This design comes from an exercise in tuning for small area, a short achievable clock period and few clock cycles per item on the open sky130 flow, not from production work. Function was checked by simulation only, so behaviour that the tests miss may differ from the original. Power and IR drop assume default switching activity.

==> 06-10: inputs <==
==> flow/design.v <==
package stss_pkg;
    localparam int DEF_TABLE_DEPTH = 256;
    localparam int       SIZE_W     = 9;
    localparam int       INDEX_W    = 8;
    localparam int       VALUE_W    = 32;
    localparam int       POS_W      = 8;
    localparam bit [8:0] SIZE_RESET = 9'd256;
    localparam bit OP_WRITE  = 1'b0;
    localparam bit OP_SEARCH = 1'b1;
    localparam int STAGES = INDEX_W;
    function automatic logic [1:0] cmp_le_eq(input logic [VALUE_W-1:0] a,
                                             input logic [VALUE_W-1:0] b);
        logic [VALUE_W-1:0] gt;
        logic [VALUE_W-1:0] eq;
        gt = a & ~b;
        eq = ~(a ^ b);
        gt[VALUE_W-1] = !a[VALUE_W-1] && b[VALUE_W-1];
        for (int w = 1; w < VALUE_W; w = w * 2)
        begin
            for (int i = 0; i + w < VALUE_W; i = i + 2 * w)
            begin
                gt[i] = gt[i + w] || (eq[i + w] && gt[i]);
                eq[i] = eq[i + w] && eq[i];
            end
        end
        cmp_le_eq = {!gt[0], eq[0]};
    endfunction
endpackage
module stss_ram #(
    parameter int WIDTH = 32
) (
    input  logic                       clk,
    input  logic                       we,
    input  logic [15:0]                waddr_hi,  
    input  logic [15:0]                waddr_lo,  
    input  logic [WIDTH-1:0]           wdata,
    input  logic [6:0][7:0]            sel,      
    output logic [6:0][1:0][WIDTH-1:0] cand,     
    output logic [WIDTH-1:0]           rdata0,   
    output logic [WIDTH-1:0]           rdata128  
);
    logic [255:0][WIDTH-1:0] mem_q;
    for (genvar i = 0; i < 256; i++)
    begin : g_ent
        always_ff @(posedge clk)
        begin
            if (we && waddr_hi[i / 16] && waddr_lo[i % 16])
            begin
                mem_q[i] <= wdata;
            end
        end
    end
    assign rdata0   = mem_q[0];
    assign rdata128 = mem_q[128];
    for (genvar k = 0; k < 7; k++)
    begin : g_stage
        localparam int B = 7 - k;
        localparam int N = 1 << k;
        for (genvar t = 0; t < 2; t++)
        begin : g_port
            localparam int OFF = (t << B) | (1 << (B - 1));
            if (k == 0)
            begin : g_fix
                assign cand[k][t] = mem_q[OFF];
            end
            else
            begin : g_mux
                always_comb
                begin
                    cand[k][t] = '0;
                    for (int j = 0; j < N; j++)
                    begin
                        if (sel[k][7:B+1] == j[k-1:0])
                        begin
                            cand[k][t] = cand[k][t] | mem_q[(j << (B + 1)) | OFF];
                        end
                    end
                end
            end
        end
    end
endmodule
module stss_ctrl (
    input  logic       clk,
    input  logic       rst_n,
    input  logic       start,
    input  logic       op,
    input  logic       r0_vld,
    input  logic       r0_op,
    input  logic [5:1] stage_vld,
    output logic       busy,
    output logic       load_r0,
    output logic       accept,
    output logic       commit
);
    logic busy_q;
    logic busy_next;
    logic commit_q;
    logic commit_next;
    logic reads_ahead_next;
    assign reads_ahead_next = (r0_vld && (r0_op == stss_pkg::OP_SEARCH)) || (|stage_vld[4:1]);
    assign load_r0 = !busy_q;
    assign accept  = start && !busy_q;
    assign commit  = commit_q;
    always_comb
    begin
        if (busy_q)
        begin
            busy_next   = |stage_vld[4:1];
            commit_next = !(|stage_vld[4:1]);
        end
        else
        begin
            busy_next   = start && (op == stss_pkg::OP_WRITE) && reads_ahead_next;
            commit_next = start && (op == stss_pkg::OP_WRITE) && !reads_ahead_next;
        end
    end
    always_ff @(posedge clk or negedge rst_n)
    begin
        if (!rst_n)
        begin
            commit_q <= 1'b0;
        end
        else
        begin
            commit_q <= commit_next;
        end
    end
    always_ff @(posedge clk)
    begin
        busy_q <= busy_next;
    end
    assign busy = busy_q;
endmodule
module stss_datapath (
    input  logic                                 clk,
    input  logic                                 rst_n,
    input  logic                                 load_r0,
    input  logic                                 accept,
    input  logic                                 commit,
    input  logic                                 op,
    input  logic [stss_pkg::INDEX_W-1:0]         entry_index,
    input  logic signed [stss_pkg::VALUE_W-1:0]  entry_value,
    input  logic signed [stss_pkg::VALUE_W-1:0]  search_key,
    input  logic                                 cfg_valid,
    input  logic [stss_pkg::SIZE_W-1:0]          cfg_data,
    output logic                                 r0_vld,
    output logic                                 r0_op,
    output logic [5:1]                           stage_vld,
    output logic                                 result_valid,
    output logic                                 found,
    output logic [stss_pkg::POS_W-1:0]           position
);
    localparam int W = stss_pkg::VALUE_W;
    localparam int DIRECT = 2;
    logic [15:0]  r0_idx_hi;
    logic [15:0]  r0_idx_lo;
    logic [W-1:0] r0_data;
    logic        cfg_vld_q;
    logic [8:0]  cfg_data_q;
    logic [7:0]  size_m_q;
    logic [7:0]  cfg_m;
    logic [7:0]  m_eff;
    logic [7:1]             vld_q;
    logic [7:1][W-1:0]      key_q;
    logic [7:1][7:0]        pos_q;
    logic [7:1][7:0]        m_q;
    logic [7:1]             tight_q;
    logic [7:1]             found_q;
    logic [7:1][1:0][W-1:0] cand_q;
    logic [7:0]        s_vld;
    logic [7:0][W-1:0] s_key;
    logic [7:0][W-1:0] s_probe;
    logic [7:0][7:0]   s_pos;
    logic [7:0][7:0]   s_m;
    logic [7:0]        s_tight;
    logic [7:0]        s_found;
    logic [7:0][7:0]   o_pos;
    logic [7:0]        o_tight;
    logic [7:0]        o_found;
    logic [6:0][1:0][W-1:0] cand;
    logic [6:0][7:0]        cand_sel;
    logic [W-1:0]           rdata0;
    logic [W-1:0]           rdata128;
    logic [1:0]             cmp0;
    logic              res_vld_q;
    logic              res_found_q;
    logic [7:0]        res_pos_q;
    logic              out_vld_q;
    logic              out_found_q;
    logic [7:0]        out_pos_q;
    always_ff @(posedge clk or negedge rst_n)
    begin
        if (!rst_n)
        begin
            r0_vld    <= 1'b0;
            cfg_vld_q <= 1'b0;
            size_m_q  <= 8'd255;
        end
        else
        begin
            if (load_r0)
            begin
                r0_vld <= accept;
            end
            cfg_vld_q <= cfg_valid;
            size_m_q  <= m_eff;
        end
    end
    always_ff @(posedge clk)
    begin
        if (load_r0)
        begin
            r0_op     <= op;
            r0_idx_hi <= 16'(1) << entry_index[7:4];
            r0_idx_lo <= 16'(1) << entry_index[3:0];
            r0_data    <= (op == stss_pkg::OP_SEARCH) ? search_key : entry_value;
        end
        cfg_data_q <= cfg_data;
    end
    always_comb
    begin
        if (cfg_data_q[8] || (cfg_data_q == 9'd0))
        begin
            cfg_m = cfg_data_q[8] ? 8'd255 : 8'd0;
        end
        else
        begin
            cfg_m = cfg_data_q[7:0] - 8'd1;
        end
    end
    assign m_eff = cfg_vld_q ? cfg_m : size_m_q;
    stss_ram #(
        .WIDTH (W)
    ) u_ram (
        .clk      (clk),
        .we       (commit),
        .waddr_hi (r0_idx_hi),
        .waddr_lo (r0_idx_lo),
        .wdata    (r0_data),
        .sel      (cand_sel),
        .cand     (cand),
        .rdata0   (rdata0),
        .rdata128 (rdata128)
    );
    assign cmp0 = stss_pkg::cmp_le_eq(rdata0, r0_data);
    assign s_vld[0]   = r0_vld && (r0_op == stss_pkg::OP_SEARCH);
    assign s_key[0]   = r0_data;
    assign s_probe[0] = rdata128;
    assign s_pos[0]   = 8'd0;
    assign s_m[0]     = m_eff;
    assign s_tight[0] = 1'b1;
    assign s_found[0] = cmp0[0];
    for (genvar k = 1; k < 8; k++)
    begin : g_in
        assign s_vld[k]   = vld_q[k];
        assign s_key[k]   = key_q[k];
        if (k <= DIRECT)
        begin : g_direct
            assign s_probe[k] = pos_q[k][8-k] ? cand[k-1][1] : cand[k-1][0];
        end
        else
        begin : g_reg
            assign s_probe[k] = pos_q[k][8-k] ? cand_q[k][1] : cand_q[k][0];
        end
        assign s_pos[k]   = pos_q[k];
        assign s_m[k]     = m_q[k];
        assign s_tight[k] = tight_q[k];
        assign s_found[k] = found_q[k];
    end
    for (genvar k = 0; k < 7; k++)
    begin : g_sel
        assign cand_sel[k] = (k < DIRECT) ? s_pos[k + 1] : s_pos[k];
    end
    for (genvar k = 0; k < 8; k++)
    begin : g_stage
        localparam int B = 7 - k;
        logic [1:0] c;
        logic       take;
        assign c          = stss_pkg::cmp_le_eq(s_probe[k], s_key[k]);
        assign take       = (!s_tight[k] || s_m[k][B]) && c[1];
        assign o_pos[k]   = s_pos[k] | (8'(take) << B);
        assign o_tight[k] = s_tight[k] && !(s_m[k][B] && !take);
        assign o_found[k] = s_found[k] || (take && c[0]);
    end
    always_ff @(posedge clk or negedge rst_n)
    begin
        if (!rst_n)
        begin
            vld_q     <= '0;
            res_vld_q <= 1'b0;
            out_vld_q <= 1'b0;
        end
        else
        begin
            vld_q     <= s_vld[6:0];
            res_vld_q <= s_vld[7];
            out_vld_q <= res_vld_q;
        end
    end
    always_ff @(posedge clk)
    begin
        key_q       <= s_key[6:0];
        pos_q       <= o_pos[6:0];
        m_q         <= s_m[6:0];
        tight_q     <= o_tight[6:0];
        found_q     <= o_found[6:0];
        cand_q      <= cand;
        res_found_q <= o_found[7];
        res_pos_q   <= o_pos[7];
        out_found_q <= res_found_q;
        out_pos_q   <= res_found_q ? res_pos_q : 8'd0;
    end
    assign stage_vld    = vld_q[5:1];
    assign result_valid = out_vld_q;
    assign found        = out_found_q;
    assign position     = out_pos_q;
endmodule
module sorted_table_half_scan_search_unit #(
    parameter int TABLE_DEPTH = stss_pkg::DEF_TABLE_DEPTH
) (
    input  logic                                 clk,
    input  logic                                 rst_n,
    input  logic                                 start,
    output logic                                 busy,
    input  logic                                 op,
    input  logic [stss_pkg::INDEX_W-1:0]         entry_index,
    input  logic signed [stss_pkg::VALUE_W-1:0]  entry_value,
    input  logic signed [stss_pkg::VALUE_W-1:0]  search_key,
    output logic                                 result_valid,
    output logic                                 found,
    output logic [stss_pkg::POS_W-1:0]           position,
    input  logic                                 cfg_valid,
    output logic                                 cfg_ready,
    input  logic [stss_pkg::SIZE_W-1:0]          cfg_data
);
    logic       load_r0;
    logic       accept;
    logic       commit;
    logic       r0_vld;
    logic       r0_op;
    logic [5:1] stage_vld;
    assign cfg_ready = 1'b1;
    stss_ctrl u_ctrl (
        .clk       (clk),
        .rst_n     (rst_n),
        .start     (start),
        .op        (op),
        .r0_vld    (r0_vld),
        .r0_op     (r0_op),
        .stage_vld (stage_vld),
        .busy      (busy),
        .load_r0   (load_r0),
        .accept    (accept),
        .commit    (commit)
    );
    stss_datapath u_dp (
        .clk          (clk),
        .rst_n        (rst_n),
        .load_r0      (load_r0),
        .accept       (accept),
        .commit       (commit),
        .op           (op),
        .entry_index  (entry_index),
        .entry_value  (entry_value),
        .search_key   (search_key),
        .cfg_valid    (cfg_valid),
        .cfg_data     (cfg_data),
        .r0_vld       (r0_vld),
        .r0_op        (r0_op),
        .stage_vld    (stage_vld),
        .result_valid (result_valid),
        .found        (found),
        .position     (position)
    );
endmodule
==> flow/flow/run.sh <==
#!/bin/bash
# The standard layout (the standard.sh: standard synthesis, then ORFS),
# with two changes, both about placement and sizing; constraints and the
# netlist's registers are unchanged:
#  - after placement, move_out.tcl moves each register that drives an output
#    port's buffer next to that buffer, and legalizes the placement, so that
#    the output registers sit by their pins;
#  - timing repair after CTS and global routing aims for setup slack of
#    REPAIR_MARGIN ns at the design's 10 ns clock, so that paths are sized
#    for a shorter achieved period.
set -euo pipefail
REPAIR_MARGIN=6.4
RESULTS=orfs/results/${FLOW_PLATFORM}/sorted_table_half_scan_search_unit/base
bash standard.sh SETUP_SLACK_MARGIN=${REPAIR_MARGIN} place > standard_place.log 2>&1
PLACE_ODB=${RESULTS}/3_5_place_dp.odb openroad -no_init -exit flow/move_out.tcl > move_out.log 2>&1
cp ${RESULTS}/3_5_place_dp.odb ${RESULTS}/3_place.odb
bash standard.sh SETUP_SLACK_MARGIN=${REPAIR_MARGIN} finish > standard_finish.log 2>&1
==> flow/flow/move_out.tcl <==
# Move each register that drives an output port's buffer next to that buffer,
# then legalize. Reads and rewrites $::env(PLACE_ODB).
read_lef $::env(FLOW_HOME)/platforms/sky130hd/lef/sky130_fd_sc_hd.tlef
read_lef $::env(FLOW_HOME)/platforms/sky130hd/lef/sky130_fd_sc_hd_merged.lef
read_liberty $::env(FLOW_HOME)/platforms/sky130hd/lib/sky130_fd_sc_hd__tt_025C_1v80.lib
read_db $::env(PLACE_ODB)
set block [ord::get_db_block]
proc driver_of {net} {
  foreach it [$net getITerms] { if {[$it isOutputSignal]} { return $it } }
  return ""
}
set moved 0
foreach bt [$block getBTerms] {
  if {[$bt getIoType] != "OUTPUT"} { continue }
  set net [$bt getNet]
  if {$net eq "NULL" || $net eq ""} { continue }
  set d [driver_of $net]
  if {$d eq ""} { continue }
  set buf [$d getInst]
  set ff ""
  foreach it [$buf getITerms] {
    if {[$it isInputSignal]} {
      set n2 [$it getNet]
      if {$n2 ne "NULL" && $n2 ne ""} {
        set d2 [driver_of $n2]
        if {$d2 ne ""} { set ff [$d2 getInst] }
      }
    }
  }
  if {$ff eq "" || ![string match "*df*" [[$ff getMaster] getName]]} { continue }
  set bl [$buf getLocation]
  set fl [$ff getLocation]
  puts "move [$ff getName] ([[$ff getMaster] getName]) from $fl to $bl for [$bt getName]"
  $ff setLocation [lindex $bl 0] [lindex $bl 1]
  $ff setPlacementStatus PLACED
  incr moved
}
puts "moved $moved registers"
detailed_placement
check_placement -verbose
write_db $::env(PLACE_ODB)
==> flow/standard.sh <==
#!/bin/bash
# synth_recipe.tcl (not shown) runs the flow's synth.tcl, then flattens the netlist and writes it again
# the make line also repeats each setting of config.mk as NAME=value (left out here)
make -C /OpenROAD-flow-scripts/flow DESIGN_CONFIG=/design/flow/config.mk WORK_HOME=/design/flow/orfs CLKGATE_MAP_FILE= SYNTH_SCRIPT=/design/flow/synth_recipe.tcl "${@:-finish}"
==> flow/config.mk <==
export PLATFORM = sky130hd
export DESIGN_NAME = sorted_table_half_scan_search_unit
export DESIGN_NICKNAME = sorted_table_half_scan_search_unit
export VERILOG_FILES = /design/flow/design.v
export SDC_FILE = /design/flow/constraint.sdc
export NUM_CORES = 4
export LEC_CHECK = 0
export CAP_MARGIN = 30
export CORE_MARGIN = 2
export CORE_UTILIZATION = 62
export CTS_CLUSTER_DIAMETER = 80
export CTS_CLUSTER_SIZE = 25
export PLACE_DENSITY = 0.72
export SLEW_MARGIN = 40
export SYNTH_MEMORY_MAX_BITS = 16384
==> flow/constraint.sdc <==
create_clock -name core_clock -period 10.0 [get_ports {clk}]
set_input_delay 2.0000 -clock core_clock [delete_from_list [all_inputs] [get_ports {clk}]]
set_output_delay 2.0000 -clock core_clock [all_outputs]
set_load 0.01 [all_outputs]
==> 09-16: changes against 06-10 <==
--- a/flow/design.v
+++ b/flow/design.v
@@ -121,2 +121,3 @@
         begin
+            busy_q   <= 1'b0;
             commit_q <= 1'b0;
@@ -125,2 +126,3 @@
         begin
+            busy_q   <= busy_next;
             commit_q <= commit_next;
@@ -128,6 +130,2 @@
     end
-    always_ff @(posedge clk)
-    begin
-        busy_q <= busy_next;
-    end
     assign busy = busy_q;
@@ -154,3 +152,2 @@
     localparam int W = stss_pkg::VALUE_W;
-    localparam int DIRECT = 2;
     logic [15:0]  r0_idx_hi;
@@ -181,3 +178,2 @@
     logic [6:0][1:0][W-1:0] cand;
-    logic [6:0][7:0]        cand_sel;
     logic [W-1:0]           rdata0;
@@ -188,5 +184,2 @@
     logic [7:0]        res_pos_q;
-    logic              out_vld_q;
-    logic              out_found_q;
-    logic [7:0]        out_pos_q;
     always_ff @(posedge clk or negedge rst_n)
@@ -240,3 +233,3 @@
         .wdata    (r0_data),
-        .sel      (cand_sel),
+        .sel      (s_pos[6:0]),
         .cand     (cand),
@@ -257,10 +250,3 @@
         assign s_key[k]   = key_q[k];
-        if (k <= DIRECT)
-        begin : g_direct
-            assign s_probe[k] = pos_q[k][8-k] ? cand[k-1][1] : cand[k-1][0];
-        end
-        else
-        begin : g_reg
-            assign s_probe[k] = pos_q[k][8-k] ? cand_q[k][1] : cand_q[k][0];
-        end
+        assign s_probe[k] = pos_q[k][8-k] ? cand_q[k][1] : cand_q[k][0];
         assign s_pos[k]   = pos_q[k];
@@ -270,6 +256,2 @@
     end
-    for (genvar k = 0; k < 7; k++)
-    begin : g_sel
-        assign cand_sel[k] = (k < DIRECT) ? s_pos[k + 1] : s_pos[k];
-    end
     for (genvar k = 0; k < 8; k++)
@@ -291,3 +273,2 @@
             res_vld_q <= 1'b0;
-            out_vld_q <= 1'b0;
         end
@@ -297,3 +278,2 @@
             res_vld_q <= s_vld[7];
-            out_vld_q <= res_vld_q;
         end
@@ -309,10 +289,8 @@
         res_found_q <= o_found[7];
-        res_pos_q   <= o_pos[7];
-        out_found_q <= res_found_q;
-        out_pos_q   <= res_found_q ? res_pos_q : 8'd0;
+        res_pos_q   <= o_found[7] ? o_pos[7] : 8'd0;
     end
     assign stage_vld    = vld_q[5:1];
-    assign result_valid = out_vld_q;
-    assign found        = out_found_q;
-    assign position     = out_pos_q;
+    assign result_valid = res_vld_q;
+    assign found        = res_found_q;
+    assign position     = res_pos_q;
 endmodule
==> flow/flow/run.sh (replaced) <==
#!/bin/bash
# The standard layout (the standard.sh: standard synthesis, then ORFS to
# finish) with one change: timing repair after CTS and global routing aims
# for setup slack of REPAIR_MARGIN ns at the design's 10 ns clock, so that
# paths are sized for a shorter achieved period. Constraints are unchanged.
set -euo pipefail
REPAIR_MARGIN=6.4
bash standard.sh SETUP_SLACK_MARGIN=${REPAIR_MARGIN} finish > standard_flow.log 2>&1
removed: flow/flow/move_out.tcl
==> impl_metrics.tcl <==
set metrics [dict create \
    final_core_utilization_pct 67.41 \
    syn_nets 17800 \
    async_flop_share_pct 0.2213 \
    num_rows 264 \
    pwr-share-seq_pct 55.8 \
    power_frac_comb_pct 22.1 \
    nNetsFinal 18050 \
    instances_no_fill 25050 \
    grt_antenna_before_repair 76 \
    clock_sinks 9037 \
    nFlopsAndLatches 9037 \
    clk-power_uw 19800 \
    arrival_ns 1.81 \
    r2r-start "u_dp.pos_q[47]" \
    outcome "timing/DRC/antenna clean" \
    num-nonclk-buffers 754 \
]
# the run above: 09-16

==> impl_metrics.tcl <==
set metrics [dict create \
    power_leakage_uw 0.1106 \
    synth_top_cells_by_area "edfxtp_1 78%, a22oi_1 7.7%, dfxtp_1 4.0%, nand4_1 1.2%, ha_1 1.0%" \
    nFlopsAndLatches 8919 \
    hold_viol_final 0 \
    num-nonclk-buffers 705 \
    pwr-share-seq_pct 55.3 \
    dp_hpwl_mm 553.6 \
    grt_antenna_before_repair 104 \
    clk-power_uw 19600 \
    grt_pass1_wl_mm 1450 \
    num_rows 263 \
    synth_fa_ha_area_share_pct 1.015 \
    power_frac_comb_pct 22.6 \
    outcome "timing/DRC/antenna clean" \
    arrival_ns 4.88 \
    nNetsFinal 17830 \
]
# the run above: 06-10

Testbench counts of 06-10, summed over its fixed seeds: cycles 4,176, searches 2,048.
Testbench counts of 09-16, summed over its fixed seeds: cycles 4,168, searches 2,048.

-- afterwards: timing with drivers on the ports --
How much do the figures lean on ideal ports? The routed layouts below were timed once more, with nothing changed but the port constraints.
Step 1, drivers: a clkbuf_16 drives clk and a buf_2 each remaining input, both assumed.
Step 2, shift: input delay + t, output delay - t, t = (earliest + latest rising clock arrival at the registers) / 2. This alone moves slack from input paths to output paths.
Three values: no drivers, after step 1, after step 2; two values: the first two.
run	t (ns)	setup slack, ns	worst setup path after step 2
06-10	1.213	6.089 / 6.089 / 6.089	register to register
09-16	1.228	6.193 / 6.061 / 6.187	input to register
After both steps every run listed still meets setup and hold. For 09-16, which loses most, drivers alone change the setup slack by -0.132 ns; drivers and shift together by -0.006 ns.
